This design comes from an exercise in tuning for small area, a short achievable clock period and few clock cycles per item on the open sky130 flow, not from production work.
RTL that was checked went through simulation tests only; none was proved equivalent to the original.
Function not checked in runs 3 and 4: the RTL went through the layout flow alone.

<file path="flow/design.v">
`timescale 1ns / 1ps
`timescale 1ns / 1ps
`timescale 1ns / 1ps
module rhc_step (
	input  logic [7:0] r,
	input  logic       b,
	input  logic [7:0] v,
	output logic [7:0] ro,
	output logic       q
);
	localparam int W = 9;
	logic [W-1:0] a, nv, g, p;
	assign a  = {r, b};
	assign nv = ~{1'b0, v};
	assign g  = a & nv;
	assign p  = a ^ nv;
	logic [W-1:0] gl [0:4];
	logic [W-1:0] pl [0:4];
	always_comb begin
		gl[0] = g;
		pl[0] = p;
		gl[0][0] = g[0] | p[0];
		pl[0][0] = 1'b0;
		for (int l = 0; l < 4; l++) begin
			for (int i = 0; i < W; i++) begin
				if ((i >> l) % 2 == 1) begin
					gl[l+1][i] = gl[l][i] | (pl[l][i] & gl[l][((i >> l) << l) - 1]);
					pl[l+1][i] = pl[l][i] & pl[l][((i >> l) << l) - 1];
				end else begin
					gl[l+1][i] = gl[l][i];
					pl[l+1][i] = pl[l][i];
				end
			end
		end
	end
	logic [W:0] c;
	assign c = {gl[4], 1'b1};
	assign q  = c[W];
	assign ro = q ? (p[7:0] ^ c[7:0]) : a[7:0];
endmodule
`timescale 1ns / 1ps
`timescale 1ns / 1ps
module rgb_hsv_color_gate (
	input  logic        clk,
	input  logic        arst_n,
	input  logic        pix_valid,
	output logic        pix_ready,
	input  logic [7:0]  pix_red,
	input  logic [7:0]  pix_green,
	input  logic [7:0]  pix_blue,
	input  logic        pix_last_of_cloud,
	output logic        hsv_valid,
	input  logic        hsv_ready,
	output logic [11:0] hsv_hue,
	output logic [11:0] hsv_saturation,
	output logic [7:0]  hsv_brightness,
	output logic        hsv_keep,
	output logic        hsv_last_out,
	input  logic        cfg_en,
	input  logic [1:0]  cfg_index,
	input  logic [7:0]  cfg_data
);
	logic [7:0] lim_hmin, lim_hmax, lim_smin, lim_smax;
	always_ff @(posedge clk or negedge arst_n) begin
		if (!arst_n) begin
			lim_hmin <= 8'd90;
			lim_hmax <= 8'd180;
			lim_smin <= 8'd40;
			lim_smax <= 8'd90;
		end else if (cfg_en) begin
			case (cfg_index)
				2'd0: lim_hmin <= cfg_data;
				2'd1: lim_hmax <= cfg_data;
				2'd2: lim_smin <= cfg_data;
				default: lim_smax <= cfg_data;
			endcase
		end
	end
	logic adv;   
	logic [6:0] vld;   
	assign adv = hsv_ready || !vld[6];
	logic [7:0] in_r, in_g, in_b;
	logic       in_last, in_valid;
	assign pix_ready = adv;
	assign in_valid  = pix_valid;
	assign {in_last, in_r, in_g, in_b} = {pix_last_of_cloud, pix_red, pix_green, pix_blue};
	logic rg_s0_p1, rb_s0_p1, gb_s0_p1;   
	assign rg_s0_p1 = (in_r >= in_g);
	assign rb_s0_p1 = (in_r >= in_b);
	assign gb_s0_p1 = (in_g >= in_b);
	logic [7:0] v_s0_p1, md_s0_p1, mn_s0_p1, xa_s0_p1, xb_s0_p1, d_s0_p1, x_s0_p1, rs_s0_p1;
	logic [2:0] k_s0_p1;
	always_comb begin
		if (rg_s0_p1 && rb_s0_p1) begin
			v_s0_p1 = in_r;
			if (gb_s0_p1) begin k_s0_p1 = 3'd0; md_s0_p1 = in_g; mn_s0_p1 = in_b; end
			else begin k_s0_p1 = 3'd5; md_s0_p1 = in_b; mn_s0_p1 = in_g; end
		end else if (gb_s0_p1) begin
			v_s0_p1 = in_g;
			if (!rb_s0_p1) begin k_s0_p1 = 3'd2; md_s0_p1 = in_b; mn_s0_p1 = in_r; end
			else begin k_s0_p1 = 3'd1; md_s0_p1 = in_r; mn_s0_p1 = in_b; end
		end else begin
			v_s0_p1 = in_b;
			if (rg_s0_p1) begin k_s0_p1 = 3'd4; md_s0_p1 = in_r; mn_s0_p1 = in_g; end
			else begin k_s0_p1 = 3'd3; md_s0_p1 = in_g; mn_s0_p1 = in_r; end
		end
	end
	assign xa_s0_p1 = k_s0_p1[0] ? v_s0_p1 : md_s0_p1;
	assign xb_s0_p1 = k_s0_p1[0] ? md_s0_p1 : mn_s0_p1;
	assign x_s0_p1 = xa_s0_p1 - xb_s0_p1;
	assign d_s0_p1 = v_s0_p1 - mn_s0_p1;
	assign rs_s0_p1 = v_s0_p1 + ~mn_s0_p1;   
	logic [0:0] dz_s0_p1;
	assign dz_s0_p1 = (in_r == in_g) && (in_g == in_b);
	logic [7:0] d_q1;
	logic [0:0] dz_q1;
	logic [2:0] k_q1;
	logic [0:0] last_q1;
	logic [7:0] rs_q1;
	logic [7:0] v_q1;
	logic [7:0] x_q1;
	logic [7:0] rsn_s1_s1;
	logic qsr_s1_s1;
	rhc_step u_ss_s1_s1 (.r(rs_q1), .b((d_q1[7] ^ (|d_q1[6:0]))), .v(v_q1), .ro(rsn_s1_s1), .q(qsr_s1_s1));
	logic [7:0] rs_s1_s1;
	assign rs_s1_s1 = rsn_s1_s1;
	logic [0:0] qs_s1_s1;
	assign qs_s1_s1 = (qsr_s1_s1 && !dz_q1);
	logic [7:0] rh_s1_s1;
	assign rh_s1_s1 = x_q1 - {4'd0, x_q1[7:4]} - {7'd0, (x_q1[3:0] != 4'd0)};
	logic [3:0] yb_s1_s1;
	assign yb_s1_s1 = 4'd0 - x_q1[3:0];
	logic [7:0] rsn_s1_s2;
	logic qsr_s1_s2;
	rhc_step u_ss_s1_s2 (.r(rs_s1_s1), .b((d_q1[6] ^ (|d_q1[5:0]))), .v(v_q1), .ro(rsn_s1_s2), .q(qsr_s1_s2));
	logic [7:0] rs_s1_s2;
	assign rs_s1_s2 = rsn_s1_s2;
	logic [1:0] qs_s1_s2;
	assign qs_s1_s2 = {qs_s1_s1, (qsr_s1_s2 && !dz_q1)};
	logic [7:0] rhn_s1_s2;
	logic qhr_s1_s2;
	rhc_step u_hs_s1_s2 (.r(rh_s1_s1), .b(yb_s1_s1[3]), .v(d_q1), .ro(rhn_s1_s2), .q(qhr_s1_s2));
	logic [7:0] rh_s1_s2;
	assign rh_s1_s2 = rhn_s1_s2;
	logic [0:0] qh_s1_s2;
	assign qh_s1_s2 = (qhr_s1_s2 && !dz_q1);
	logic [7:0] d_q2;
	logic [0:0] dz_q2;
	logic [2:0] k_q2;
	logic [0:0] last_q2;
	logic [0:0] qh_q2;
	logic [1:0] qs_q2;
	logic [7:0] rh_q2;
	logic [7:0] rs_q2;
	logic [7:0] v_q2;
	logic [3:0] yb_q2;
	logic [7:0] rsn_s2_s3;
	logic qsr_s2_s3;
	rhc_step u_ss_s2_s3 (.r(rs_q2), .b((d_q2[5] ^ (|d_q2[4:0]))), .v(v_q2), .ro(rsn_s2_s3), .q(qsr_s2_s3));
	logic [7:0] rs_s2_s3;
	assign rs_s2_s3 = rsn_s2_s3;
	logic [2:0] qs_s2_s3;
	assign qs_s2_s3 = {qs_q2, (qsr_s2_s3 && !dz_q2)};
	logic [7:0] rhn_s2_s3;
	logic qhr_s2_s3;
	rhc_step u_hs_s2_s3 (.r(rh_q2), .b(yb_q2[2]), .v(d_q2), .ro(rhn_s2_s3), .q(qhr_s2_s3));
	logic [7:0] rh_s2_s3;
	assign rh_s2_s3 = rhn_s2_s3;
	logic [1:0] qh_s2_s3;
	assign qh_s2_s3 = {qh_q2, (qhr_s2_s3 && !dz_q2)};
	logic [7:0] rsn_s2_s4;
	logic qsr_s2_s4;
	rhc_step u_ss_s2_s4 (.r(rs_s2_s3), .b((d_q2[4] ^ (|d_q2[3:0]))), .v(v_q2), .ro(rsn_s2_s4), .q(qsr_s2_s4));
	logic [7:0] rs_s2_s4;
	assign rs_s2_s4 = rsn_s2_s4;
	logic [3:0] qs_s2_s4;
	assign qs_s2_s4 = {qs_s2_s3, (qsr_s2_s4 && !dz_q2)};
	logic [7:0] rhn_s2_s4;
	logic qhr_s2_s4;
	rhc_step u_hs_s2_s4 (.r(rh_s2_s3), .b(yb_q2[1]), .v(d_q2), .ro(rhn_s2_s4), .q(qhr_s2_s4));
	logic [7:0] rh_s2_s4;
	assign rh_s2_s4 = rhn_s2_s4;
	logic [2:0] qh_s2_s4;
	assign qh_s2_s4 = {qh_s2_s3, (qhr_s2_s4 && !dz_q2)};
	logic [7:0] d_q3;
	logic [0:0] dz_q3;
	logic [2:0] k_q3;
	logic [0:0] last_q3;
	logic [2:0] qh_q3;
	logic [3:0] qs_q3;
	logic [7:0] rh_q3;
	logic [7:0] rs_q3;
	logic [7:0] v_q3;
	logic [3:0] yb_q3;
	logic [7:0] rsn_s3_s5;
	logic qsr_s3_s5;
	rhc_step u_ss_s3_s5 (.r(rs_q3), .b((d_q3[3] ^ (|d_q3[2:0]))), .v(v_q3), .ro(rsn_s3_s5), .q(qsr_s3_s5));
	logic [7:0] rs_s3_s5;
	assign rs_s3_s5 = rsn_s3_s5;
	logic [4:0] qs_s3_s5;
	assign qs_s3_s5 = {qs_q3, (qsr_s3_s5 && !dz_q3)};
	logic [7:0] rhn_s3_s5;
	logic qhr_s3_s5;
	rhc_step u_hs_s3_s5 (.r(rh_q3), .b(yb_q3[0]), .v(d_q3), .ro(rhn_s3_s5), .q(qhr_s3_s5));
	logic [7:0] rh_s3_s5;
	assign rh_s3_s5 = rhn_s3_s5;
	logic [3:0] qh_s3_s5;
	assign qh_s3_s5 = {qh_q3, (qhr_s3_s5 && !dz_q3)};
	logic [7:0] rsn_s3_s6;
	logic qsr_s3_s6;
	rhc_step u_ss_s3_s6 (.r(rs_s3_s5), .b((d_q3[2] ^ (|d_q3[1:0]))), .v(v_q3), .ro(rsn_s3_s6), .q(qsr_s3_s6));
	logic [7:0] rs_s3_s6;
	assign rs_s3_s6 = rsn_s3_s6;
	logic [5:0] qs_s3_s6;
	assign qs_s3_s6 = {qs_s3_s5, (qsr_s3_s6 && !dz_q3)};
	logic [7:0] rhn_s3_s6;
	logic qhr_s3_s6;
	rhc_step u_hs_s3_s6 (.r(rh_s3_s5), .b(1'b0), .v(d_q3), .ro(rhn_s3_s6), .q(qhr_s3_s6));
	logic [7:0] rh_s3_s6;
	assign rh_s3_s6 = rhn_s3_s6;
	logic [4:0] qh_s3_s6;
	assign qh_s3_s6 = {qh_s3_s5, (qhr_s3_s6 && !dz_q3)};
	logic [7:0] d_q4;
	logic [0:0] dz_q4;
	logic [2:0] k_q4;
	logic [0:0] last_q4;
	logic [4:0] qh_q4;
	logic [5:0] qs_q4;
	logic [7:0] rh_q4;
	logic [7:0] rs_q4;
	logic [7:0] v_q4;
	logic [7:0] rsn_s4_s7;
	logic qsr_s4_s7;
	rhc_step u_ss_s4_s7 (.r(rs_q4), .b((d_q4[1] ^ (|d_q4[0:0]))), .v(v_q4), .ro(rsn_s4_s7), .q(qsr_s4_s7));
	logic [7:0] rs_s4_s7;
	assign rs_s4_s7 = rsn_s4_s7;
	logic [6:0] qs_s4_s7;
	assign qs_s4_s7 = {qs_q4, (qsr_s4_s7 && !dz_q4)};
	logic [7:0] rhn_s4_s7;
	logic qhr_s4_s7;
	rhc_step u_hs_s4_s7 (.r(rh_q4), .b(1'b0), .v(d_q4), .ro(rhn_s4_s7), .q(qhr_s4_s7));
	logic [7:0] rh_s4_s7;
	assign rh_s4_s7 = rhn_s4_s7;
	logic [5:0] qh_s4_s7;
	assign qh_s4_s7 = {qh_q4, (qhr_s4_s7 && !dz_q4)};
	logic [7:0] rsn_s4_s8;
	logic qsr_s4_s8;
	rhc_step u_ss_s4_s8 (.r(rs_s4_s7), .b(d_q4[0]), .v(v_q4), .ro(rsn_s4_s8), .q(qsr_s4_s8));
	logic [7:0] rs_s4_s8;
	assign rs_s4_s8 = rsn_s4_s8;
	logic [7:0] qs_s4_s8;
	assign qs_s4_s8 = {qs_s4_s7, (qsr_s4_s8 && !dz_q4)};
	logic [7:0] rhn_s4_s8;
	logic qhr_s4_s8;
	rhc_step u_hs_s4_s8 (.r(rh_s4_s7), .b(1'b0), .v(d_q4), .ro(rhn_s4_s8), .q(qhr_s4_s8));
	logic [7:0] rh_s4_s8;
	assign rh_s4_s8 = rhn_s4_s8;
	logic [6:0] qh_s4_s8;
	assign qh_s4_s8 = {qh_s4_s7, (qhr_s4_s8 && !dz_q4)};
	logic [7:0] d_q5;
	logic [0:0] dz_q5;
	logic [2:0] k_q5;
	logic [0:0] last_q5;
	logic [6:0] qh_q5;
	logic [7:0] qs_q5;
	logic [7:0] rh_q5;
	logic [7:0] rs_q5;
	logic [7:0] v_q5;
	logic [7:0] rsn_s5_s9;
	logic qsr_s5_s9;
	rhc_step u_ss_s5_s9 (.r(rs_q5), .b(1'b0), .v(v_q5), .ro(rsn_s5_s9), .q(qsr_s5_s9));
	logic [7:0] rs_s5_s9;
	assign rs_s5_s9 = rsn_s5_s9;
	logic [8:0] qs_s5_s9;
	assign qs_s5_s9 = {qs_q5, (qsr_s5_s9 && !dz_q5)};
	logic [0:0] sge_s5_s9;
	assign sge_s5_s9 = (qs_s5_s9[8:1] >= lim_smin);
	logic [0:0] slt_s5_s9;
	assign slt_s5_s9 = (qs_s5_s9[8:1] < lim_smax);
	logic [0:0] seq_s5_s9;
	assign seq_s5_s9 = (qs_s5_s9[8:1] == lim_smax);
	logic [7:0] rhn_s5_s9;
	logic qhr_s5_s9;
	rhc_step u_hs_s5_s9 (.r(rh_q5), .b(1'b0), .v(d_q5), .ro(rhn_s5_s9), .q(qhr_s5_s9));
	logic [7:0] rh_s5_s9;
	assign rh_s5_s9 = rhn_s5_s9;
	logic [7:0] qh_s5_s9;
	assign qh_s5_s9 = {qh_q5, (qhr_s5_s9 && !dz_q5)};
	logic [7:0] rsn_s5_s10;
	logic qsr_s5_s10;
	rhc_step u_ss_s5_s10 (.r(rs_s5_s9), .b(1'b0), .v(v_q5), .ro(rsn_s5_s10), .q(qsr_s5_s10));
	logic [7:0] rs_s5_s10;
	assign rs_s5_s10 = rsn_s5_s10;
	logic [9:0] qs_s5_s10;
	assign qs_s5_s10 = {qs_s5_s9, (qsr_s5_s10 && !dz_q5)};
	logic [7:0] rhn_s5_s10;
	logic qhr_s5_s10;
	rhc_step u_hs_s5_s10 (.r(rh_s5_s9), .b(1'b0), .v(d_q5), .ro(rhn_s5_s10), .q(qhr_s5_s10));
	logic [8:0] qh_s5_s10;
	assign qh_s5_s10 = {qh_s5_s9, (qhr_s5_s10 && !dz_q5)};
	logic [0:0] dz_q6;
	logic [2:0] k_q6;
	logic [0:0] last_q6;
	logic [8:0] qh_q6;
	logic [9:0] qs_q6;
	logic [7:0] rs_q6;
	logic [0:0] seq_q6;
	logic [0:0] sge_q6;
	logic [0:0] slt_q6;
	logic [7:0] v_q6;
	logic [7:0] rsn_s6_s11;
	logic qsr_s6_s11;
	rhc_step u_ss_s6_s11 (.r(rs_q6), .b(1'b0), .v(v_q6), .ro(rsn_s6_s11), .q(qsr_s6_s11));
	logic [7:0] rs_s6_s11;
	assign rs_s6_s11 = rsn_s6_s11;
	logic [10:0] qs_s6_s11;
	assign qs_s6_s11 = {qs_q6, (qsr_s6_s11 && !dz_q6)};
	logic [11:0] hue_s6_s11;
	assign hue_s6_s11 = {7'(qh_q6[8:5] + 7'(k_q6) * 7'd15), qh_q6[4:0]};
	logic [0:0] hok_s6_s11;
	assign hok_s6_s11 = (hue_s6_s11 >= {lim_hmin, 4'd0}) && (hue_s6_s11 <= {lim_hmax, 4'd0});
	logic [7:0] rsn_s6_s12;
	logic qsr_s6_s12;
	rhc_step u_ss_s6_s12 (.r(rs_s6_s11), .b(1'b0), .v(v_q6), .ro(rsn_s6_s12), .q(qsr_s6_s12));
	logic [11:0] qs_s6_s12;
	assign qs_s6_s12 = {qs_s6_s11, (qsr_s6_s12 && !dz_q6)};
	logic [0:0] keep_s6_s12;
	assign keep_s6_s12 = hok_s6_s11 && sge_q6 && (slt_q6 || (seq_q6 && qs_s6_s12[3:0] == 4'd0));
	logic [11:0] hue_out;
	logic [11:0] qs_out;
	logic [7:0] v_out;
	logic [0:0] keep_out;
	logic [0:0] last_out;
	always_ff @(posedge clk or negedge arst_n) begin
		if (!arst_n) vld <= '0;
		else if (adv) vld <= {vld[5:0], in_valid};
	end
	always_ff @(posedge clk) begin
		if (adv) begin
			d_q1 <= d_s0_p1;
			dz_q1 <= dz_s0_p1;
			k_q1 <= k_s0_p1;
			last_q1 <= in_last;
			rs_q1 <= rs_s0_p1;
			v_q1 <= v_s0_p1;
			x_q1 <= x_s0_p1;
			d_q2 <= d_q1;
			dz_q2 <= dz_q1;
			k_q2 <= k_q1;
			last_q2 <= last_q1;
			qh_q2 <= qh_s1_s2;
			qs_q2 <= qs_s1_s2;
			rh_q2 <= rh_s1_s2;
			rs_q2 <= rs_s1_s2;
			v_q2 <= v_q1;
			yb_q2 <= yb_s1_s1;
			d_q3 <= d_q2;
			dz_q3 <= dz_q2;
			k_q3 <= k_q2;
			last_q3 <= last_q2;
			qh_q3 <= qh_s2_s4;
			qs_q3 <= qs_s2_s4;
			rh_q3 <= rh_s2_s4;
			rs_q3 <= rs_s2_s4;
			v_q3 <= v_q2;
			yb_q3 <= yb_q2;
			d_q4 <= d_q3;
			dz_q4 <= dz_q3;
			k_q4 <= k_q3;
			last_q4 <= last_q3;
			qh_q4 <= qh_s3_s6;
			qs_q4 <= qs_s3_s6;
			rh_q4 <= rh_s3_s6;
			rs_q4 <= rs_s3_s6;
			v_q4 <= v_q3;
			d_q5 <= d_q4;
			dz_q5 <= dz_q4;
			k_q5 <= k_q4;
			last_q5 <= last_q4;
			qh_q5 <= qh_s4_s8;
			qs_q5 <= qs_s4_s8;
			rh_q5 <= rh_s4_s8;
			rs_q5 <= rs_s4_s8;
			v_q5 <= v_q4;
			dz_q6 <= dz_q5;
			k_q6 <= k_q5;
			last_q6 <= last_q5;
			qh_q6 <= qh_s5_s10;
			qs_q6 <= qs_s5_s10;
			rs_q6 <= rs_s5_s10;
			seq_q6 <= seq_s5_s9;
			sge_q6 <= sge_s5_s9;
			slt_q6 <= slt_s5_s9;
			v_q6 <= v_q5;
			hue_out <= hue_s6_s11;
			qs_out <= qs_s6_s12;
			v_out <= v_q6;
			keep_out <= keep_s6_s12;
			last_out <= last_q6;
		end
	end
	assign hsv_valid      = vld[6];
	assign hsv_hue        = hue_out;
	assign hsv_saturation = qs_out;
	assign hsv_brightness = v_out;
	assign hsv_keep       = keep_out;
	assign hsv_last_out   = last_out;
endmodule
</file>
<file path="flow/flow/run.sh">
#!/bin/bash
# The standard layout (standard.sh), except that synthesis leaves adders and
# comparators to ABC instead of mapping them onto the library's full/half adder
# cells (ADDER_MAP_FILE empty skips ORFS's extract_fa/techmap adder step).
# Each step's full output goes to its own log in this folder.
set -euo pipefail
export ADDER_MAP_FILE=
# ports get a plain buf_2 instead of the delay buffer buffer_ports picks by default
export BUFFER_PORTS_ARGS="-buffer_cell sky130_fd_sc_hd__buf_2"
bash standard.sh synth > synth.log 2>&1
bash standard.sh floorplan > floorplan.log 2>&1
bash standard.sh place > place.log 2>&1
bash standard.sh cts > cts.log 2>&1
bash standard.sh route > route.log 2>&1
bash standard.sh finish > finish.log 2>&1
</file>
<file path="flow/standard.sh">
#!/bin/bash
# synth_recipe.tcl (not shown) runs the flow's synth.tcl, then flattens the netlist and writes it again
# the make line also repeats each setting of config.mk as NAME=value (left out here)
make -C /OpenROAD-flow-scripts/flow DESIGN_CONFIG=/design/flow/config.mk WORK_HOME=/design/flow/orfs CLKGATE_MAP_FILE= SYNTH_SCRIPT=/design/flow/synth_recipe.tcl "${@:-finish}"
</file>
<file path="flow/config.mk">
export PLATFORM = sky130hd
export DESIGN_NAME = rgb_hsv_color_gate
export DESIGN_NICKNAME = rgb_hsv_color_gate
export VERILOG_FILES = /design/flow/design.v
export SDC_FILE = /design/flow/constraint.sdc
export NUM_CORES = 4
export LEC_CHECK = 0
export ABC_AREA = 1
export CAP_MARGIN = 20
export CORE_MARGIN = 2
export CORE_UTILIZATION = 40
export CTS_BUF_LIST = sky130_fd_sc_hd__clkbuf_4 sky130_fd_sc_hd__clkbuf_8
export PLACE_DENSITY = 0.6
export SETUP_SLACK_MARGIN = 2.5
export SLEW_MARGIN = 20
</file>
<file path="flow/constraint.sdc">
create_clock -name core_clock -period 5.5 [get_ports {clk}]
set_input_delay 1.1000 -clock core_clock [delete_from_list [all_inputs] [get_ports {clk}]]
set_output_delay 1.1000 -clock core_clock [all_outputs]
set_load 0.01 [all_outputs]
</file>
==> results.tsv, run 1 <==
metric	value	unit
outcome	finished clean	
r2r-start	d_q2[2]	
core	56500	um2
final_nets	3450	
grt_overflow	0	
fin_crit	2970	ps
grt_pass1_wl	84000	um
detail_route.iter0.violations	1114	
cts_buffer_depth	3	
cp-start-kind	primary input	
slew_headroom	30.6	%
tritoncts	done	
finalSetupTns	0	ps
grt_pass1_vias	18148	
crit_path_cell_trace	buf_2 -> inv_2 -> nor2_4 -> nor3_4 -> buf_4 -> a21oi_4 -> nand2_8 -> buf_6 -> o21ai_0 -> nand2_1 -> nand2_2 -> nor2_2 -> nor2_4 -> nand2_2 -> nor3_4 -> nand2_2 -> nand3_2 -> nand2_1	
ys_seq_elements	341	
cts_made_buffers	59	
finalInstanceArea	28700	um2
netlist_top_cells_area	edfxtp_1 (40%), nand2_1 (18%), inv_1 (6.9%)	
start_util	40.6	%
ff_latch_area	10100	um2
layout_setup_ws	2530	ps
grt_usage	16.8	%
io_buffers	75	
synthDominantCellAreaShare	39.5	%
drc	0	
holdBufCountCts	0	
layout_worst_path_cycle_share	54.0	%
yosys-top-cells-count	nand2_1 (1095), inv_1 (422), edfxtp_1 (302)	
antenna_found_initial	3	
synth-seq-area-share	43.9	%
synth_most_common_cell	nand2_1	
worst-path-max-fanout	6	
fin_util	50.7	%
worstMarginPinSlew	1040	ps
insertion_delay	670	ps
htree_levels	2	
ys_warn_count	4	
dp_cells	3900	
worstSetupEndpointType	flop	
critPathRequiredTime	5930	ps
critical_path_class	in -> reg	
holdWs	410	ps
setup_viol_count_final	0	
syn_inst	3098	
routabilityCongestion	0.845	
syn-num-nets	3138	
max_stage_delay	240	ps
rsz0062_at_grt	true	
arrival	3400	ps
finalHoldViolations	0	
die_w	243	um
clock-sinks	341	
first_pass_iters	6	
dr_total_vias	20460	
hold_path_startpoint	last_q6	
viasPerCell	4.86	
finClkSkew	34.8	ps
synth-main-ff-cell	edfxtp_1	
drive_above_1_share	25.6	%
synth_cell_types	62	
crit_path_top_delay_cell	a21oi_4	
avgSynthCellArea	7.40	um2
wl_per_cell	12.8	um
die_h	243	um
final_antenna_net_count	0	
clkSlewWorstSetupHoldPaths	60	ps
rows	87	
die_area	59300	um2
place_area	24100	um2
multi_input_area	12700	um2
reg2reg_slack	2610	ps
cts-root-buf	clkbuf_8	
io_pins	76	
area_delta_synth_final	24.9	%
dp_slack	1270	ps
synth_edf_count	302	
grt_max_degree	85	
cap_viol_max_count	0	
netlist.top_cell.by_area	edfxtp_1	
path_common_cell	nand2_2	
slew_viol_final	0	
hpwlAfterDp	35800	um
fmax	336	MHz
async_flop_share	11.4	%
cp-startpoint	pix_green[6]	
fillers	5364	
syn-cell-area	22900	um2
wirelength	53900	um
hold_path_class	reg -> reg	
final_cells	4214	
## cell usage in the layout, fill, tap and decap left out, types with 9 or more instances in the layout
cell type and n:
dfrtp_1 24, edfxtp_1 302, inv_2 47, buf_6 15, o21ai_2 39, clkbuf_8 61
buf_4 163, clkinv_1 16, nand3_4 29, a21oi_4 10, o21ai_0 95, o211ai_1 10
nand2_2 130, nand2_8 18, xnor2_1 36, nor2_1 230, inv_1 398, xor2_1 49
nand2_1 972, nand3_2 49, dfstp_2 14, nand3_1 251, nand2_4 45, nand4_1 43
nor3_4 9, o21ai_1 51, nor2_2 44, a21oi_2 14, clkbuf_4 18, a21oi_1 44
buf_12 9, buf_2 70, nor2_4 20, or2_2 18
## path summary, 6_finish.rpt
path | to | cells past startpoint
setup reg to reg | rs_q3[6] | 20
setup / recovery | rs_q1[7] | 18
hold / removal | last_out | 0
hold reg to reg | last_out | 0
max in group asynchronous | vld[6] | 1
min in group asynchronous | lim_hmin[5] | 1
## repair_timing
| item | 4_1_cts | 5_1_grt |
|---|---|---|
| resized for setup | 52 | 380 |
| cloned | 8 | 18 |
| setup buffers | 44 | 135 |
| pin swaps | 20 | 133 |
| endpoints found under the hold margin | 0 | 0 |
| setup endpoints to repair | 92 | 101 |
## final cells by class
class,instances,area share (%)
Antenna cell,2,0.0175
Sequential cell,341,35.1
Clock inverter,28,0.594
Timing Repair inverter,1,0.0306
Tap cell,756,3.30
Clock buffer,79,3.40
Timing Repair Buffer,259,6.89
Inverter,459,6.31
Multi-Input combinational cell,2289,44.3
## critical path: cells and delay by family
family,cells,cell delay (ps)
buffers and inverters,4,510
AO/OA/AOI/OAI,2,460
AND/OR/NAND/NOR,12,1310
## routing by layer
metal	up-vias	global-route usage, %	wire, um
li1	10729	-	-
met1	9299	20.7	23800
met2	327	29.9	27000
met3	105	2.32	1730
met4	0	5.97	1410
met5	-	0	0
## state kept, by name (all words and copies together) (netlist names), 9 cells and up
| register | count |
|---|---|
| qh_q6 | 9 |
| hue_out | 12 |
| qs_out | 12 |
| qs_q6 | 10 |
## logic make-up (layout without fill, tap and decap cells)
family | after synthesis | in the layout | share of synthesized area (%)
simple gates | 1862 | 1885 | 35.5
buf+inv | 491 | 826 | 8.68
flops | 341 | 341 | 43.9
compound gates | 310 | 310 | 8.22
xor+xnor | 90 | 90 | 3.55
fa+ha+maj | 3 | 3 | 0.131
mux | 1 | 1 | 0.0491
other cells | 0 | 2 | 0
Testbench counts, summed over its fixed seeds: cycles 12,056, items 12,000.
==> run 2: changes to the inputs <==
--- a/flow/config.mk
+++ b/flow/config.mk
@@ -12,4 +12,4 @@
 export CTS_BUF_LIST = sky130_fd_sc_hd__clkbuf_4 sky130_fd_sc_hd__clkbuf_8
 export PLACE_DENSITY = 0.6
-export SETUP_SLACK_MARGIN = 2.5
+export SETUP_SLACK_MARGIN = 2.3
 export SLEW_MARGIN = 20
==> run 2 against run 1 <==
Die area unchanged. Setup slack worse by 140 ps. Still clean on timing, DRC and antenna. First-iteration DRC count fell by 16%. Largest cell class unchanged. Register-to-register slack got worse by 120 ps. Area after synthesis is the same.
==> results.tsv, run 2 <==
metric	value	unit	change
netlist.top_cell.by_area	edfxtp_1		
arrival	2010	ps	-1390 ps
finalSetupTns	0	ps	unchanged
yosys-top-cells-count	nand2_1 (1095), inv_1 (422), edfxtp_1 (302)		
ys_warn_count	4		unchanged
netlist_top_cells_area	edfxtp_1 (40%), nand2_1 (18%), inv_1 (6.9%)		
wirelength	49500	um	-8.2%
synthDominantCellAreaShare	39.5	%	unchanged
hold_path_class	reg -> reg		
async_flop_share	11.4	%	unchanged
critPathRequiredTime	4400	ps	-1530 ps
synth_cell_types	62		unchanged
finalHoldViolations	0		unchanged
crit_path_top_delay_cell	nand2_8		
core	56500	um2	unchanged
fmax	321	MHz	-4.5%
rsz0062_at_grt	true		
worstSetupEndpointType	output pin		
finalInstanceArea	26600	um2	-7.0%
cts_made_buffers	60		+1.7%
syn_inst	3098		unchanged
synth-seq-area-share	43.9	%	unchanged
max_stage_delay	280	ps	+40 ps
syn-cell-area	22900	um2	unchanged
cp-startpoint	hsv_ready		
r2r-start	v_q2[5]		
holdBufCountCts	0		unchanged
dp_slack	1280	ps	+5.50 ps
io_pins	76		unchanged
start_util	40.6	%	unchanged
viasPerCell	4.76		-1.9%
grt_pass1_wl	80800	um	-3.7%
finClkSkew	50.1	ps	+15.3 ps
dr_total_vias	19556		-4.4%
crit_path_cell_trace	buf_2 -> inv_1 -> nand2_8 -> buf_2		
die_h	243	um	unchanged
detail_route.iter0.violations	941		-16%
htree_levels	2		unchanged
place_area	24000	um2	-0.37%
outcome	finished clean		
setup_viol_count_final	0		unchanged
die_area	59300	um2	unchanged
final_nets	3338		-3.2%
insertion_delay	680	ps	about the same
tritoncts	done		
slew_viol_final	0		unchanged
antenna_found_initial	1		-2
drive_above_1_share	17.0	%	-8.6 points
grt_pass1_vias	17530		-3.4%
path_common_cell	buf_2		
grt_usage	16.1	%	-0.68 points
layout_worst_path_cycle_share	56.6	%	+2.5 points
slew_headroom	35.7	%	+5.1 points
synth_most_common_cell	nand2_1		
avgSynthCellArea	7.40	um2	unchanged
area_delta_synth_final	16.2	%	
fin_crit	3110	ps	+139 ps
first_pass_iters	7		+1
worstMarginPinSlew	964	ps	-77.2 ps
clock-sinks	341		unchanged
cts_buffer_depth	3		unchanged
clkSlewWorstSetupHoldPaths	60	ps	about the same
die_w	243	um	unchanged
layout_setup_ws	2390	ps	-139 ps
synth_edf_count	302		unchanged
cap_viol_max_count	0		unchanged
syn-num-nets	3138		unchanged
final_cell_mix	nand2_1 (1074), inv_1 (411), edfxtp_1 (302)		
worst-path-max-fanout	49		+43
synth-main-ff-cell	edfxtp_1		
wl_per_cell	12.1	um	-5.8%
routabilityCongestion	0.847		+0.21%
drc	0		unchanged
grt_overflow	0		unchanged
final_antenna_net_count	0		unchanged
io_buffers	75		unchanged
critical_path_class	in -> out		
final_common_cell	nand2_1		
ys_seq_elements	341		unchanged
hold_path_startpoint	qh_q4[4]		
hpwlAfterDp	35700	um	-0.22%
cp-start-kind	primary input		
rows	87		unchanged
grt_max_degree	105		+24%
reg.largest.list	hue_out x12, qs_out x12, qs_q6 x10		
cts-root-buf	clkbuf_8		
## run 2: cell counts after synthesis
No cell type changed its count.
## run 2: layer usage
layer	vias up	GRT usage, %	routed length (um)
met5	-	0	0
met4	0	5.38	1280
met3	93	2.15	1510
met2	278	29.8	25000
met1	8717	19.2	21700
li1	10468	-	-
## run 2: final timing paths
path,endpoint,slack (ps),depth (start not counted)
hold reg to reg,qh_q5[6],400,0
setup / recovery,pix_ready,2390,4
min in group asynchronous,lim_hmin[5],530,1
hold / removal,qh_q5[6],400,0
max in group asynchronous,lim_smin[7],4410,1
setup reg to reg,rs_q3[2],2490,19
## run 2: area by class of cell
class / count / area [um2]
Fill cell: 5592 / 29900
Multi-Input combinational cell: 2276 / 11500
Sequential cell: 341 / 10100
Inverter: 459 / 1760
Timing Repair Buffer: 160 / 1140
Clock buffer: 79 / 968
Tap cell: 756 / 946
Clock inverter: 34 / 278
Antenna cell: 1 / 2.50
## run 2: logic make-up after synthesis
| group | Yosys count | share of synthesized area (%) |
|---|---|---|
| buffers and inverters | 491 | 8.68 |
| flip-flops | 341 | 43.9 |
| AO/OA/AOI/OAI | 310 | 8.22 |
| multiplexers | 1 | 0.0491 |
| adder cells (fa/ha/maj) | 3 | 0.131 |
| XOR/XNOR | 90 | 3.55 |
| AND/OR/NAND/NOR | 1862 | 35.5 |
## run 2: metrics by stage
step	hold WS (ps)	cells	util, %
floorplan	400	3098	-
global placement	400	3901	42.6
detailed placement	405	3901	42.6
CTS	402	4024	45.1
global route	403	4106	47.2
finish	398	4106	47.2
## run 2: worst max-delay path, delay by kind of cell
kind          cells  cell delay (ps)
buf+inv           3              620
simple gates      1              280
## run 2: what timing repair did
| item | CTS | global route |
|---|---|---|
| pin swaps | 6 | 37 |
| gates resized for setup | 18 | 120 |
| cloned | 4 | 8 |
| setup endpoints to repair | 38 | 95 |
| setup buffers | 6 | 73 |
| endpoints found under the hold margin | 0 | 0 |
==> run 3: changes to the inputs <==
--- a/flow/design.v
+++ b/flow/design.v
@@ -39,4 +39,41 @@
 	assign ro = q ? (p[7:0] ^ c[7:0]) : a[7:0];
 endmodule
+module rhc_sub #(
+	parameter int W = 8
+) (
+	input  logic [W-1:0] a,
+	input  logic [W-1:0] b,
+	output logic [W-1:0] diff,    
+	output logic [W-1:0] diffm,   
+	output logic         ge       
+);
+	localparam int L = $clog2(W);
+	logic [W-1:0] g, p;
+	assign g = a & ~b;
+	assign p = a ^ ~b;
+	logic [W-1:0] gl [0:L];
+	logic [W-1:0] pl [0:L];
+	always_comb begin
+		gl[0] = g;
+		pl[0] = p;
+		for (int l = 0; l < L; l++) begin
+			for (int i = 0; i < W; i++) begin
+				if ((i >> l) % 2 == 1) begin
+					gl[l+1][i] = gl[l][i] | (pl[l][i] & gl[l][((i >> l) << l) - 1]);
+					pl[l+1][i] = pl[l][i] & pl[l][((i >> l) << l) - 1];
+				end else begin
+					gl[l+1][i] = gl[l][i];
+					pl[l+1][i] = pl[l][i];
+				end
+			end
+		end
+	end
+	logic [W:0] c0, c1;
+	assign c0 = {gl[L], 1'b0};
+	assign c1 = {gl[L] | pl[L], 1'b1};
+	assign diff  = p ^ c1[W-1:0];
+	assign diffm = p ^ c0[W-1:0];
+	assign ge    = c1[W];
+endmodule
 `timescale 1ns / 1ps
 `timescale 1ns / 1ps
@@ -86,7 +123,7 @@
 	assign {in_last, in_r, in_g, in_b} = {pix_last_of_cloud, pix_red, pix_green, pix_blue};
 	logic rg_s0_p1, rb_s0_p1, gb_s0_p1;   
-	assign rg_s0_p1 = (in_r >= in_g);
-	assign rb_s0_p1 = (in_r >= in_b);
-	assign gb_s0_p1 = (in_g >= in_b);
+	rhc_sub #(.W(8)) u_rg_s0_p1 (.a(in_r), .b(in_g), .diff(), .diffm(), .ge(rg_s0_p1));
+	rhc_sub #(.W(8)) u_rb_s0_p1 (.a(in_r), .b(in_b), .diff(), .diffm(), .ge(rb_s0_p1));
+	rhc_sub #(.W(8)) u_gb_s0_p1 (.a(in_g), .b(in_b), .diff(), .diffm(), .ge(gb_s0_p1));
 	logic [7:0] v_s0_p1, md_s0_p1, mn_s0_p1, xa_s0_p1, xb_s0_p1, d_s0_p1, x_s0_p1, rs_s0_p1;
 	logic [2:0] k_s0_p1;
@@ -108,7 +145,6 @@
 	assign xa_s0_p1 = k_s0_p1[0] ? v_s0_p1 : md_s0_p1;
 	assign xb_s0_p1 = k_s0_p1[0] ? md_s0_p1 : mn_s0_p1;
-	assign x_s0_p1 = xa_s0_p1 - xb_s0_p1;
-	assign d_s0_p1 = v_s0_p1 - mn_s0_p1;
-	assign rs_s0_p1 = v_s0_p1 + ~mn_s0_p1;   
+	rhc_sub #(.W(8)) u_x_s0_p1 (.a(xa_s0_p1), .b(xb_s0_p1), .diff(x_s0_p1), .diffm(), .ge());
+	rhc_sub #(.W(8)) u_d_s0_p1 (.a(v_s0_p1), .b(mn_s0_p1), .diff(d_s0_p1), .diffm(rs_s0_p1), .ge());
 	logic [0:0] dz_s0_p1;
 	assign dz_s0_p1 = (in_r == in_g) && (in_g == in_b);
@@ -274,8 +310,11 @@
 	logic [8:0] qs_s5_s9;
 	assign qs_s5_s9 = {qs_q5, (qsr_s5_s9 && !dz_q5)};
+	logic sge_c_s5_s9, smx_c_s5_s9;
+	rhc_sub #(.W(8)) u_sge_s5_s9 (.a(qs_s5_s9[8:1]), .b(lim_smin), .diff(), .diffm(), .ge(sge_c_s5_s9));
+	rhc_sub #(.W(8)) u_smx_s5_s9 (.a(qs_s5_s9[8:1]), .b(lim_smax), .diff(), .diffm(), .ge(smx_c_s5_s9));
 	logic [0:0] sge_s5_s9;
-	assign sge_s5_s9 = (qs_s5_s9[8:1] >= lim_smin);
+	assign sge_s5_s9 = sge_c_s5_s9;
 	logic [0:0] slt_s5_s9;
-	assign slt_s5_s9 = (qs_s5_s9[8:1] < lim_smax);
+	assign slt_s5_s9 = !smx_c_s5_s9;
 	logic [0:0] seq_s5_s9;
 	assign seq_s5_s9 = (qs_s5_s9[8:1] == lim_smax);
@@ -318,6 +357,9 @@
 	logic [11:0] hue_s6_s11;
 	assign hue_s6_s11 = {7'(qh_q6[8:5] + 7'(k_q6) * 7'd15), qh_q6[4:0]};
+	logic hge_c_s6_s11, hmx_c_s6_s11;
+	rhc_sub #(.W(8)) u_hge_s6_s11 (.a(hue_s6_s11[11:4]), .b(lim_hmin), .diff(), .diffm(), .ge(hge_c_s6_s11));
+	rhc_sub #(.W(8)) u_hmx_s6_s11 (.a(hue_s6_s11[11:4]), .b(lim_hmax), .diff(), .diffm(), .ge(hmx_c_s6_s11));
 	logic [0:0] hok_s6_s11;
-	assign hok_s6_s11 = (hue_s6_s11 >= {lim_hmin, 4'd0}) && (hue_s6_s11 <= {lim_hmax, 4'd0});
+	assign hok_s6_s11 = hge_c_s6_s11 && (!hmx_c_s6_s11 || (hue_s6_s11[11:4] == lim_hmax && hue_s6_s11[3:0] == 4'd0));
 	logic [7:0] rsn_s6_s12;
 	logic qsr_s6_s12;
==> run 3 against run 2 <==
Still clean on timing, DRC and antenna. Global-route usage decreased by 0.25 points. Sequential share of layout area is 0.20 points higher. Synthesized cell count is 1.0% lower. Register-to-register slack lost 50 ps. Design area decreased by 0.54%. Cell count shrank 0.68%. Wire length shrank 3.1%. Non-clock buffer count up 8. Critical endpoint is now rs_q6[3].
==> results.tsv, run 3 <==
metric	value	unit	change
wl_per_cell	11.8	um	-2.5%
die_h	242	um	-0.40%
viasPerCell	4.69		-1.6%
cp-startpoint	v_q5[7]		
grt_overflow	0		unchanged
layout_worst_path_cycle_share	55.6	%	-0.98 points
drive_above_1_share	17.3	%	+0.29 points
critPathRequiredTime	5890	ps	+1490 ps
worst-path-max-fanout	6		-88%
ys_seq_elements	341		unchanged
syn-cell-area	22700	um2	-0.81%
async_flop_share	11.4	%	unchanged
final_cell_mix	nand2_1 (1084), inv_1 (404), edfxtp_1 (302)		
synth-main-ff-cell	edfxtp_1		
fmax	327	MHz	+1.8%
synth-seq-area-share	44.2	%	+0.36 points
slew_viol_final	0		unchanged
synthDominantCellAreaShare	39.9	%	+0.32 points
r2r_end	rs_q6[3]		
start_util	40.4	%	-0.17 points
r2r-start	v_q5[7]		
rsz0062_at_grt	true		
cts_made_buffers	57		-5.0%
clkSlewWorstSetupHoldPaths	60	ps	about the same
setup_viol_count_final	0		unchanged
avgSynthCellArea	7.42	um2	+0.22%
area_delta_synth_final	16.5	%	
final_common_cell	nand2_1		
finalHoldViolations	0		unchanged
htree_levels	2		unchanged
first_pass_iters	5		-2
synth-simple-area-share	35.2	%	-0.31 points
endpoint	rs_q6[3]		
synth_compound_area_share	7.69	%	-0.53 points
syn_inst	3066		-1.0%
rows	87		unchanged
io_buffers	75		unchanged
layout_setup_ws	2440	ps	+54.0 ps
hold_path_class	reg -> reg		
finClkSkew	33.2	ps	-17.0 ps
wirelength	47900	um	-3.1%
synth-adder-area-share	0.0440	%	-0.087 points
critical_path_class	reg -> reg		
synth_edf_count	302		unchanged
final_nets	3312		-0.78%
detail_route.iter0.violations	842		-11%
routabilityCongestion	0.848		+0.18%
synth_cell_types	63		+1.6%
yosys-top-cells-count	nand2_1 (1118), inv_1 (418), edfxtp_1 (302)		
worstMarginPinSlew	944	ps	-19.9 ps
insertion_delay	660	ps	-20 ps
muxShareOfSynthArea	0.0495	%	+0.00040 points
holdBufCountCts	0		unchanged
dr_total_vias	19112		-2.3%
outcome	finished clean		
die_w	242	um	-0.40%
die_area	58800	um2	-0.80%
finalSetupTns	0	ps	unchanged
grt_usage	15.9	%	-0.25 points
cts-root-buf	clkbuf_8		
ys_warn_count	7		+3
core	56300	um2	-0.39%
reg2reg_slack	2440	ps	-50 ps
clock-sinks	341		unchanged
cap_viol_max_count	0		unchanged
cts_buffer_depth	3		unchanged
slew_headroom	37.0	%	+1.3 points
dp_slack	999	ps	-277 ps
synth_most_common_cell	nand2_1		
final_antenna_net_count	0		unchanged
reg.largest.list	hue_out x12, qs_out x12, qs_q6 x10		
antenna_found_initial	1		unchanged
synth_top_family_by_area	simple AND/OR/NAND/NOR gates		
drc	0		unchanged
worstSetupEndpointType	flop		
grt_pass1_vias	17440		-0.51%
grt_max_degree	168		+60%
tritoncts	done		
grt_pass1_wl	79200	um	-2.0%
netlist.top_cell.by_area	edfxtp_1		
fin_crit	3060	ps	-54.0 ps
io_pins	76		unchanged
holdWs	401	ps	+2.56 ps
hpwlAfterDp	34600	um	-3.1%
reg2reg_depth	16		-3
netlist_top_cells_area	edfxtp_1 (40%), nand2_1 (18%), inv_1 (6.9%)		
arrival	3440	ps	+1430 ps
syn-num-nets	3106		-1.0%
synthXorXnorAreaFrac	4.11	%	+0.56 points
cp-start-kind	flop		
-- run 3: cell count changes after synthesis, moves of 5 or more --
cell / change
o21ai_0: +13
nand2_1: +23
inv_2: -6
a21boi_1: +5
o21ai_1: -29
xor2_1: +17
nand3_1: -50
-- run 3: layer usage --
layer	part of all wire, %	global-route usage (%)
met1	43	18.7
met4	2.6	5.46
met3	3.3	2.48
met2	52	29.2
met5	0	0
-- run 3: final cells by class --
cell class,instances,area (um2)
repair buffers,168,1200
clock buffers,72,916
multi-input cells,2252,11400
clock inverters,36,230
well taps,756,946
inverters,452,1740
diodes,1,2.50
flip-flops and latches,341,10100
fillers,5540,29800
-- run 3: critical path: stages, from the launching register on --
cell and delay [ps]:
edfxtp_1 460, nor2_2 230, nor2_1 100, inv_1 120, nor2_4 60, a211oi_4 260, buf_4 180, nand3_4 110
buf_4 170, o21ai_1 200, nand2_1 80, nand2_1 110, nor2_1 90, a21oi_2 290, nand2_2 170, nand2_1 90
o21ai_0 70
-- run 3: metrics by stage --
step | cells | utilization [%] | cell area [um2]
2_1_floorplan | 3066 | - | 22800
3_3_place_gp | 3868 | 42.4 | 23900
3_5_place_dp | 3868 | 42.4 | 23900
4_1_cts | 3987 | 44.8 | 25200
5_1_grt | 4078 | 47.1 | 26500
6_report | 4078 | 47.1 | 26500
-- run 3: kinds of logic (layout without fill, tap and decap cells) --
logic type	after synthesis	count (layout)
AOI/OAI and AO/OA	293	295
xor gates and xnor gates	106	106
adders and majority gates	1	1
buffers and inverters	484	728
DFF	341	341
muxes	1	1
other	0	1
and+or+nand+nor	1840	1849
-- run 3: repair_timing --
action                                  CTS  global route
resized for setup                        16           136
cloned                                    4             7
pin swaps                                 7            59
buffers inserted                          7            82
endpoints found under the setup margin   59            99
-- run 3: how the worst min path moves through the flow --
stage               startpoint         to  slack (ps)  depth (start not counted)
floorplan              k_q1[0]    k_q2[0]         400                          0
global placement      qh_q5[6]   qh_q6[8]         400                          0
detailed placement     k_q1[1]    k_q2[1]         400                          0
CTS                   qh_q5[3]   qh_q6[5]         400                          0
global route          qs_q6[7]  qs_out[9]         420                          0
finish                qh_q5[3]   qh_q6[5]         400                          0
==> run 4: changes to the inputs <==
--- a/flow/config.mk
+++ b/flow/config.mk
@@ -12,4 +12,4 @@
 export CTS_BUF_LIST = sky130_fd_sc_hd__clkbuf_4 sky130_fd_sc_hd__clkbuf_8
 export PLACE_DENSITY = 0.6
-export SETUP_SLACK_MARGIN = 2.3
+export SETUP_SLACK_MARGIN = 2.1
 export SLEW_MARGIN = 20
==> run 4 against run 3 <==
Still clean on timing, DRC and antenna. Wire length decreased by 3.9%. Flip-flop and latch count unchanged. Fmax fell by 5.2%. Critical path depth increased by 5. Synthesized cell count unchanged. Non-clock buffer count is 58 lower. Core utilization shrank 1.8 points.
==> results.tsv, run 4 <==
metric	value	unit	change
syn-num-nets	3106		unchanged
finalSetupTns	0	ps	unchanged
dr_total_vias	18819		-1.5%
grt_max_degree	143		-15%
grt_overflow	0		unchanged
io_pins	76		unchanged
ff_latch_area	10100	um2	unchanged
cts-root-buf	clkbuf_8		
holdBufCountCts	0		unchanged
async_flop_share	11.4	%	unchanged
tritoncts	done		
antenna_found_initial	1		unchanged
synthDominantCellAreaShare	39.9	%	unchanged
die_area	58800	um2	unchanged
synth_cell_types	63		unchanged
rows	87		unchanged
critical_path_class	in -> reg		
reg.largest.list	hue_out x12, qs_out x12, qs_q6 x10		
synth_edf_count	302		unchanged
clock-sinks	341		unchanged
wl_per_cell	11.5	um	-2.3%
wl_met1	20300	um	-0.65%
layout_worst_path_cycle_share	58.7	%	+3.1 points
synth-main-ff-cell	edfxtp_1		
htree_levels	2		unchanged
io_buffers	75		unchanged
synth_most_common_cell	nand2_1		
wirelength	46100	um	-3.9%
cts_buffer_depth	3		unchanged
finClkSkew	41.2	ps	+8.05 ps
grt_pass1_vias	17239		-1.2%
setup_viol_count_final	0		unchanged
final_nets	3250		-1.9%
met2_length	23300	um	-5.7%
netlist.top_cell.by_area	edfxtp_1		
slew_headroom	32.4	%	-4.7 points
top_layer_used	met4		
arrival	3600	ps	+160 ps
drive_above_1_share	13.5	%	-3.8 points
outcome	finished clean		
detail_route.iter0.violations	977		+16%
first_pass_iters	5		unchanged
ys_warn_count	7		unchanged
fin_crit	3230	ps	+169 ps
yosys-top-cells-count	nand2_1 (1118), inv_1 (418), edfxtp_1 (302)		
cp-start-kind	primary input		
core	56300	um2	unchanged
fillers	5702		+2.9%
drc	0		unchanged
syn-cell-area	22700	um2	unchanged
insertion_delay	650	ps	about the same
syn_inst	3066		unchanged
synth-seq-area-share	44.2	%	unchanged
final_antenna_net_count	0		unchanged
routabilityCongestion	0.844		-0.53%
worstSetupEndpointType	flop		
die_w	242	um	unchanged
worst-path-max-fanout	13		+7
final_cell_mix	nand2_1 (1114), inv_1 (415), edfxtp_1 (302)		
ys_seq_elements	341		unchanged
hpwlAfterDp	35000	um	+1.1%
clkSlewWorstSetupHoldPaths	60	ps	about the same
final_common_cell	nand2_1		
cts_made_buffers	59		+3.5%
hold_path_class	reg -> reg		
viasPerCell	4.69		+0.14%
finalHoldViolations	0		unchanged
grt_usage	15.6	%	-0.29 points
critPathRequiredTime	5870	ps	-20 ps
avgSynthCellArea	7.42	um2	unchanged
grt_pass1_wl	77800	um	-1.8%
cap_viol_max_count	0		unchanged
fmax	310	MHz	-5.2%
area_delta_synth_final	12.0	%	
multi_input_area	11000	um2	-3.7%
wl_met3	1430	um	-11%
start_util	40.4	%	unchanged
netlist_top_cells_area	edfxtp_1 (40%), nand2_1 (18%), inv_1 (6.9%)		
worstMarginPinSlew	1010	ps	+69.8 ps
slew_viol_final	0		unchanged
rsz0062_at_grt	true		
die_h	242	um	unchanged
run 4: cell counts after synthesis:
Identical to the previous run, type by type.
run 4: layout make-up:
cell class	instances	area share, %
Inverter	452	6.77
Clock buffer	80	3.85
Tap cell	756	3.71
Antenna cell	1	0.00982
Multi-Input combinational cell	2246	43.1
Sequential cell	341	39.5
Clock inverter	24	0.496
Timing Repair Buffer	110	2.60
run 4: layer usage:
layer,up-vias,GRT usage [%]
li1,10181,-
met5,-,0
met2,233,29.0
met4,0,5.12
met1,8344,18.3
met3,61,2.15
run 4: kinds of logic after synthesis:
logic type	Yosys count	share of synthesized area [%]
adders and majority gates	1	0.0440
xor gates and xnor gates	106	4.11
AOI/OAI and AO/OA	293	7.69
muxes	1	0.0495
buffers and inverters	484	8.69
DFF	341	44.2
and+or+nand+nor	1840	35.2
run 4: worst paths after layout:
check / from / end / slack, ps / cells past startpoint
worst max-delay path: pix_red[4] / d_q1[5] / 2270 / 21
worst min-delay path: last_q4 / last_q5 / 420 / 0
worst max register to register: d_q1[5] / rs_q2[5] / 2400 / 24
worst min register to register: last_q4 / last_q5 / 420 / 0
max in group asynchronous: arst_n / lim_smin[4] / 4400 / 1
min in group asynchronous: arst_n / lim_hmin[2] / 550 / 1
run 4: stage by stage:
stage | setup WS, ps | utilization (%) | area (um2) | std cells | hold slack (ps)
floorplan | 2280 | - | 22800 | 3066 | 400
global placement | 1080 | 42.4 | 23800 | 3868 | 401
detailed placement | 1020 | 42.4 | 23800 | 3868 | 405
CTS | 2110 | 44.4 | 25000 | 3972 | 418
global route | 2080 | 45.3 | 25500 | 4010 | 424
finish | 2270 | 45.3 | 25500 | 4010 | 416
run 4: worst max-delay path, stage by stage:
cell and delay [ps]:
buf_2 130, inv_1 150, nand2_1 70, nand2_1 70
nor2_1 40, nand2_1 110, inv_2 50, nand2_1 190
nand3_4 220, nand2_8 200, inv_4 90, nand2_1 100
nand2_2 100, nand2_1 110, inv_2 50, nor2_2 130
nand4_1 210, nor2_4 180, nand2_1 90, nand4_1 120
nand2_1 70
run 4: repair_timing:
action                                  4_1_cts  5_1_grt
buffers inserted                              0       32
pin swaps                                     0       14
gates cloned                                  0        5
endpoints found under the setup margin       24       76
resized for setup                             6       42
==> run 5: changes to the inputs <==
--- a/flow/design.v
+++ b/flow/design.v
@@ -48,5 +48,5 @@
 	output logic         ge       
 );
-	localparam int L = $clog2(W);
+	localparam int L = (W > 8) ? 4 : (W > 4) ? 3 : (W > 2) ? 2 : 1;   
 	logic [W-1:0] g, p;
 	assign g = a & ~b;
--- a/flow/config.mk
+++ b/flow/config.mk
@@ -12,4 +12,4 @@
 export CTS_BUF_LIST = sky130_fd_sc_hd__clkbuf_4 sky130_fd_sc_hd__clkbuf_8
 export PLACE_DENSITY = 0.6
-export SETUP_SLACK_MARGIN = 2.1
+export SETUP_SLACK_MARGIN = 2.2
 export SLEW_MARGIN = 20
==> run 5 against run 4 <==
Still clean on timing, DRC and antenna. Non-clock buffer count is 22 higher. Flip-flop and latch count stayed put. Core utilization is 0.64 points higher. Count of clock-buffer cells in the layout stayed put.
==> results.tsv, run 5 <==
metric	value	unit	change
outcome	finished clean		
syn_inst	3066		unchanged
detail_route.iter0.violations	1074		+9.9%
fin_crit	3140	ps	-89.6 ps
io_buffers	75		unchanged
cap_viol_max_count	0		unchanged
final_common_cell	nand2_1		
met2_usage	29.1	%	+0.093 points
netlist.top_cell.by_area	edfxtp_1		
hold_path_class	reg -> reg		
arrival	3610	ps	about the same
die_area	58800	um2	unchanged
htree_levels	2		unchanged
finClkSkew	38.4	ps	-2.81 ps
synth-main-ff-cell	edfxtp_1		
slew_headroom	31.6	%	-0.78 points
critPathRequiredTime	5980	ps	+110 ps
fin_util	45.9	%	+0.64 points
finalHoldViolations	0		unchanged
min_path_cells	0		unchanged
reg.largest.list	hue_out x12, qs_out x12, qs_q6 x10		
core	56300	um2	unchanged
worst-path-max-fanout	7		-6
slew_viol_final	0		unchanged
wirelength	46700	um	+1.3%
io_pins	76		unchanged
grt_max_degree	143		unchanged
insertion_delay	650	ps	about the same
use_met3	2.15	%	unchanged
grtUsageMet1	18.3	%	-0.021 points
busiest_layer	met2		
die_h	242	um	unchanged
hpwlAfterDp	35000	um	unchanged
cts_made_buffers	59		unchanged
netlist_top_cells_area	edfxtp_1 (40%), nand2_1 (18%), inv_1 (6.9%)		
rsz0062_at_grt	true		
critical_path_class	in -> reg		
synth_most_common_cell	nand2_1		
clock-sinks	341		unchanged
die_w	242	um	unchanged
yosys-top-cells-count	nand2_1 (1118), inv_1 (418), edfxtp_1 (302)		
ys_seq_elements	341		unchanged
tritoncts	done		
routabilityCongestion	0.844		unchanged
cts_buffer_depth	3		unchanged
synth_cell_types	63		unchanged
synth-seq-area-share	44.2	%	unchanged
avgSynthCellArea	7.42	um2	unchanged
clkSlewWorstSetupHoldPaths	70	ps	about the same
syn-num-nets	3106		unchanged
dr_total_vias	19035		+1.1%
drc	0		unchanged
fmax	319	MHz	+2.9%
ys_warn_count	7		unchanged
cts-root-buf	clkbuf_8		
drive_above_1_share	14.9	%	+1.4 points
final_cells	4034		+0.60%
area_delta_synth_final	13.6	%	
setup_viol_count_final	0		unchanged
viasPerCell	4.72		+0.55%
final_nets	3274		+0.74%
grt_pass1_wl	77900	um	about the same
layout_setup_ws	2360	ps	+89.6 ps
synth_edf_count	302		unchanged
grt_overflow	0		unchanged
rows	87		unchanged
wl_per_cell	11.6	um	+0.73%
worstSetupEndpointType	flop		
layout_worst_path_cycle_share	57.0	%	-1.6 points
dp_cells	3868		unchanged
synthDominantCellAreaShare	39.9	%	unchanged
start_util	40.4	%	unchanged
worstMarginPinSlew	1030	ps	+11.6 ps
reg2reg_depth	19		-21%
final_cell_mix	nand2_1 (1102), inv_1 (412), edfxtp_1 (302)		
async_flop_share	11.4	%	unchanged
cp-start-kind	primary input		
antenna_found_initial	1		unchanged
final_antenna_net_count	0		unchanged
finalSetupTns	0	ps	unchanged
syn-cell-area	22700	um2	unchanged
first_pass_iters	7		+2
grt_usage	15.6	%	+0.019 points
dp_slack	1020	ps	unchanged
grt_pass1_vias	17265		+0.15%
run 5: cell counts after synthesis:
Identical to the previous run, type by type.
run 5: layout make-up:
cell class	instances	area (um2)
tap	756	946
antenna	1	2.50
inverter	452	1730
timing repair buffer	132	866
sequential	341	10100
clock inverter	24	126
fill	5686	30400
multi-input combinational	2248	11100
clock buffer	80	982
run 5: kinds of logic after synthesis:
family,after synthesis,synth area share [%]
AO/OA/AOI/OAI,293,7.69
XOR/XNOR,106,4.11
adder cells (fa/ha/maj),1,0.0440
buffers and inverters,484,8.69
flip-flops,341,44.2
multiplexers,1,0.0495
AND/OR/NAND/NOR,1840,35.2
run 5: per-stage QoR:
stage	cell area, um2	hold slack, ps
after detailed placement	23800	405
after global routing	25800	424
after CTS	25100	418
after floorplan	22800	400
after global placement	23800	401
final	25800	416
run 5: worst paths after layout:
kind	end	slack [ps]	startpoint
max	rs_q1[7]	2360	pix_blue[3]
min	last_q5	420	last_q4
max reg2reg	rs_q2[5]	2470	v_q1[5]
min reg2reg	last_q5	420	last_q4
max in group asynchronous	lim_smin[4]	4400	arst_n
min in group asynchronous	lim_hmin[2]	550	arst_n
run 5: what timing repair did:
action                     in CTS  in global routing
gates cloned                    0                  7
setup endpoints to repair      38                 86
pin swaps                       1                 27
hold buffers                    0                  0
setup buffers                   6                 48
gates resized for setup        12                 76
hold endpoints to repair        0                  0
run 5: layer usage:
metal / wire length [um] / up-vias
li1: - / 10236
met1: 20300 / 8480
met2: 23700 / 255
met3: 1570 / 64
met4: 1110 / 0
met5: 0 / -
run 5: worst max-delay path, stage by stage:
cell and delay [ps]:
buf_2 110, inv_1 100, nand2_1 70, nand2_1 100
nor3_4 240, buf_4 150, nand3_4 140, nand3_4 170
buf_4 140, o21ai_1 100, o21ai_2 280, nand2_2 110
buf_4 160, a21oi_1 110, inv_1 90, o21ai_0 140
inv_1 70, nand2_1 60, nand2_1 50, o21ai_0 110
Testbench counts of run 5, summed over its fixed seeds: cycles 12,056, items 12,000.
==> run 6: changes to the inputs <==
--- a/flow/config.mk
+++ b/flow/config.mk
@@ -12,4 +12,4 @@
 export CTS_BUF_LIST = sky130_fd_sc_hd__clkbuf_4 sky130_fd_sc_hd__clkbuf_8
 export PLACE_DENSITY = 0.6
-export SETUP_SLACK_MARGIN = 2.2
+export SETUP_SLACK_MARGIN = 2.4
 export SLEW_MARGIN = 20
==> run 6 against run 5 <==
Still clean on timing, DRC and antenna. Die area did not move. First-iteration DRC count fell by 10%. Via count grew 3.2%.
==> results.tsv, run 6 <==
metric	value	unit	change
layout_worst_path_cycle_share	56.6	%	-0.40 points
io_pins	76		unchanged
synth_most_common_cell	nand2_1		
finalHoldViolations	0		unchanged
critical_path_class	in -> reg		
die_area	58800	um2	unchanged
synth_edf_count	302		unchanged
insertion_delay	650	ps	about the same
drc	0		unchanged
tritoncts	done		
antenna_found_initial	1		unchanged
netlist_top_cells_area	edfxtp_1 (40%), nand2_1 (18%), inv_1 (6.9%)		
worstMarginPinSlew	1010	ps	-15.3 ps
synth-main-ff-cell	edfxtp_1		
hold_path_class	reg -> reg		
multi_input_area	11900	um2	+7.1%
max_stage_delay	800	ps	+520 ps
synthDominantCellAreaShare	39.9	%	unchanged
setup_viol_count_final	0		unchanged
final_common_cell	nand2_1		
ff_latch_area	10100	um2	unchanged
syn-cell-area	22700	um2	unchanged
slew_headroom	31.9	%	+0.31 points
start_util	40.4	%	unchanged
final_cells	4124		+2.2%
grt_overflow	0		unchanged
clkSlewWorstSetupHoldPaths	60	ps	about the same
die_h	242	um	unchanged
viasPerCell	4.76		+0.91%
fin_crit	3110	ps	-22.0 ps
finClkSkew	34.9	ps	-3.52 ps
routabilityCongestion	0.852		+0.98%
worstSetupEndpointType	flop		
grt_pass1_vias	17912		+3.7%
wl_per_cell	12.1	um	+4.9%
first_pass_iters	6		-1
critPathRequiredTime	5900	ps	-80 ps
crit_path_top_delay_cell	o21ai_0		
rows	87		unchanged
cts-root-buf	clkbuf_8		
avgSynthCellArea	7.42	um2	unchanged
rsz0062_at_grt	false		
yosys-top-cells-count	nand2_1 (1118), inv_1 (418), edfxtp_1 (302)		
syn_inst	3066		unchanged
outcome	finished clean		
dr_total_vias	19636		+3.2%
final_cell_mix	nand2_1 (1030), inv_1 (401), edfxtp_1 (302)		
fin_util	48.8	%	+2.9 points
crit_path_cell_trace	buf_2 -> inv_2 -> o21ai_1 -> nand2_1 -> nor2_1 -> nor2_4 -> nand2_8 -> nand2_8 -> o21ai_0 -> o21ai_0 -> xor2_1 -> nor2_2		
die_w	242	um	unchanged
async_flop_share	11.4	%	unchanged
cap_viol_max_count	0		unchanged
clock-sinks	341		unchanged
final_nets	3359		+2.6%
detail_route.iter0.violations	967		-10%
finalSetupTns	0	ps	unchanged
arrival	3520	ps	-90 ps
core	56300	um2	unchanged
dp_cells	3868		unchanged
wirelength	50100	um	+7.3%
cts_buffer_depth	3		unchanged
io_buffers	75		unchanged
synth_cell_types	63		unchanged
fillers	5532		-2.7%
syn-num-nets	3106		unchanged
grt_usage	16.3	%	+0.73 points
reg.largest.list	hue_out x12, qs_out x12, qs_q6 x10		
ys_warn_count	7		unchanged
cts_made_buffers	58		-1.7%
area_delta_synth_final	20.8	%	
grt_max_degree	167		+17%
cp-start-kind	primary input		
ys_seq_elements	341		unchanged
synth-seq-area-share	44.2	%	unchanged
htree_levels	2		unchanged
final_antenna_net_count	0		unchanged
grt_pass1_wl	81400	um	+4.5%
hpwlAfterDp	35100	um	+0.34%
netlist.top_cell.by_area	edfxtp_1		
slew_viol_final	0		unchanged
worst-path-max-fanout	9		+2
drive_above_1_share	21.3	%	+6.4 points
holdBufCountCts	0		unchanged
fmax	321	MHz	+0.71%
[run 6: cell counts after synthesis]
Identical to the previous run, type by type.
[run 6: final timing paths]
path / from / end / slack, ps / cells after the start
worst max-delay path: pix_red[4] / x_q1[7] / 2390 / 12
worst min-delay path: qs_q4[5] / qs_q5[7] / 420 / 0
worst max register to register: d_q1[5] / rs_q2[6] / 2540 / 23
worst min register to register: qs_q4[5] / qs_q5[7] / 420 / 0
max in group asynchronous: arst_n / lim_hmin[7] / 4400 / 1
min in group asynchronous: arst_n / lim_hmax[1] / 560 / 1
[run 6: final cells by class]
| cell class | count | area share (%) |
|---|---|---|
| well taps | 756 | 3.44 |
| inverters | 452 | 6.52 |
| clock buffers | 80 | 3.60 |
| repair buffers | 209 | 5.79 |
| diodes | 1 | 0.00911 |
| multi-input cells | 2257 | 43.4 |
| flip-flops and latches | 341 | 36.6 |
| clock inverters | 28 | 0.628 |
[run 6: logic make-up (layout without fill, tap and decap cells)]
group	count (synthesis)	count (layout)	share of synthesized area (%)
compound gates	293	295	7.69
flops	341	341	44.2
other cells	0	1	0
buf+inv	484	769	8.69
simple gates	1840	1854	35.2
xor+xnor	106	106	4.11
fa+ha+maj	1	1	0.0440
mux	1	1	0.0495
[run 6: timing repair]
item / CTS / global route
pin swaps: 9 / 76
setup endpoints to repair: 76 / 98
gates resized for setup: 40 / 245
gates cloned: 4 / 17
hold endpoints to repair: 0 / 0
setup buffers: 22 / 104
[run 6: routing by layer]
metal  GRT usage, %  up-vias  part of all wire [%]  routed length [um]
met3           2.59       87                   3.2                1580
met4           5.41        0                   2.8                1400
li1               -    10438                     -                   -
met2           30.2      283                    52               26000
met1           19.1     8828                    42               21100
met5              0        -                     0                   0
[run 6: critical path, delay by kind of cell]
kind | cells | cell delay (ps)
AOI/OAI and AO/OA | 3 | 1260
and+or+nand+nor | 6 | 680
xor gates and xnor gates | 1 | 260
buffers and inverters | 2 | 210
[run 6: through the flow]
| stage | hold WS, ps | worst slack [ps] | cell area [um2] |
|---|---|---|---|
| final | 416 | 2390 | 27500 |
| after CTS | 417 | 2400 | 25600 |
| after detailed placement | 405 | 1070 | 24000 |
| after global routing | 423 | 2360 | 27500 |
| after floorplan | 400 | 2320 | 22900 |
| after global placement | 400 | 1090 | 24000 |

-- separate check: timing with driven ports --
No port has a modelled driver above. Below, the same layouts with a new extraction and two added sets of constraints.
Step 1, drivers: a clkbuf_16 drives clk and a buf_2 each remaining input, both assumed.
Step 2 also shifts input and output timing later by t, the mid clock arrival at the registers, as if the neighbouring blocks saw the same clock.
Three values: no drivers, after step 1, after step 2; two values: the first two.
run | t (ns) | setup WS [ns] | worst setup path after step 2 | worst register clock-pin slew, ns | cell pins on the clock port's net
run 1 | 0.708 | 2.528 / 2.556 / 1.848 | input to register | 0.07 / 0.07 | 1
run 2 | 0.718 | 2.389 / 2.371 / 1.761 | input to register | 0.07 / 0.07 | 1
run 3 | 0.697 | 2.443 / 2.443 / 1.772 | input to register | 0.07 / 0.07 | 1
run 4 | 0.685 | 2.274 / 2.307 / 1.621 | input to register | 0.07 / 0.07 | 1
run 5 | 0.686 | 2.363 / 2.375 / 1.698 | input to register | 0.07 / 0.07 | 1
run 6 | 0.694 | 2.386 / 2.419 / 1.725 | input to register | 0.07 / 0.07 | 1
After both steps setup and hold are still met in every run listed. The setup slack of run 1, which loses most, moves by +0.028 ns with the drivers and by -0.680 ns with both steps.
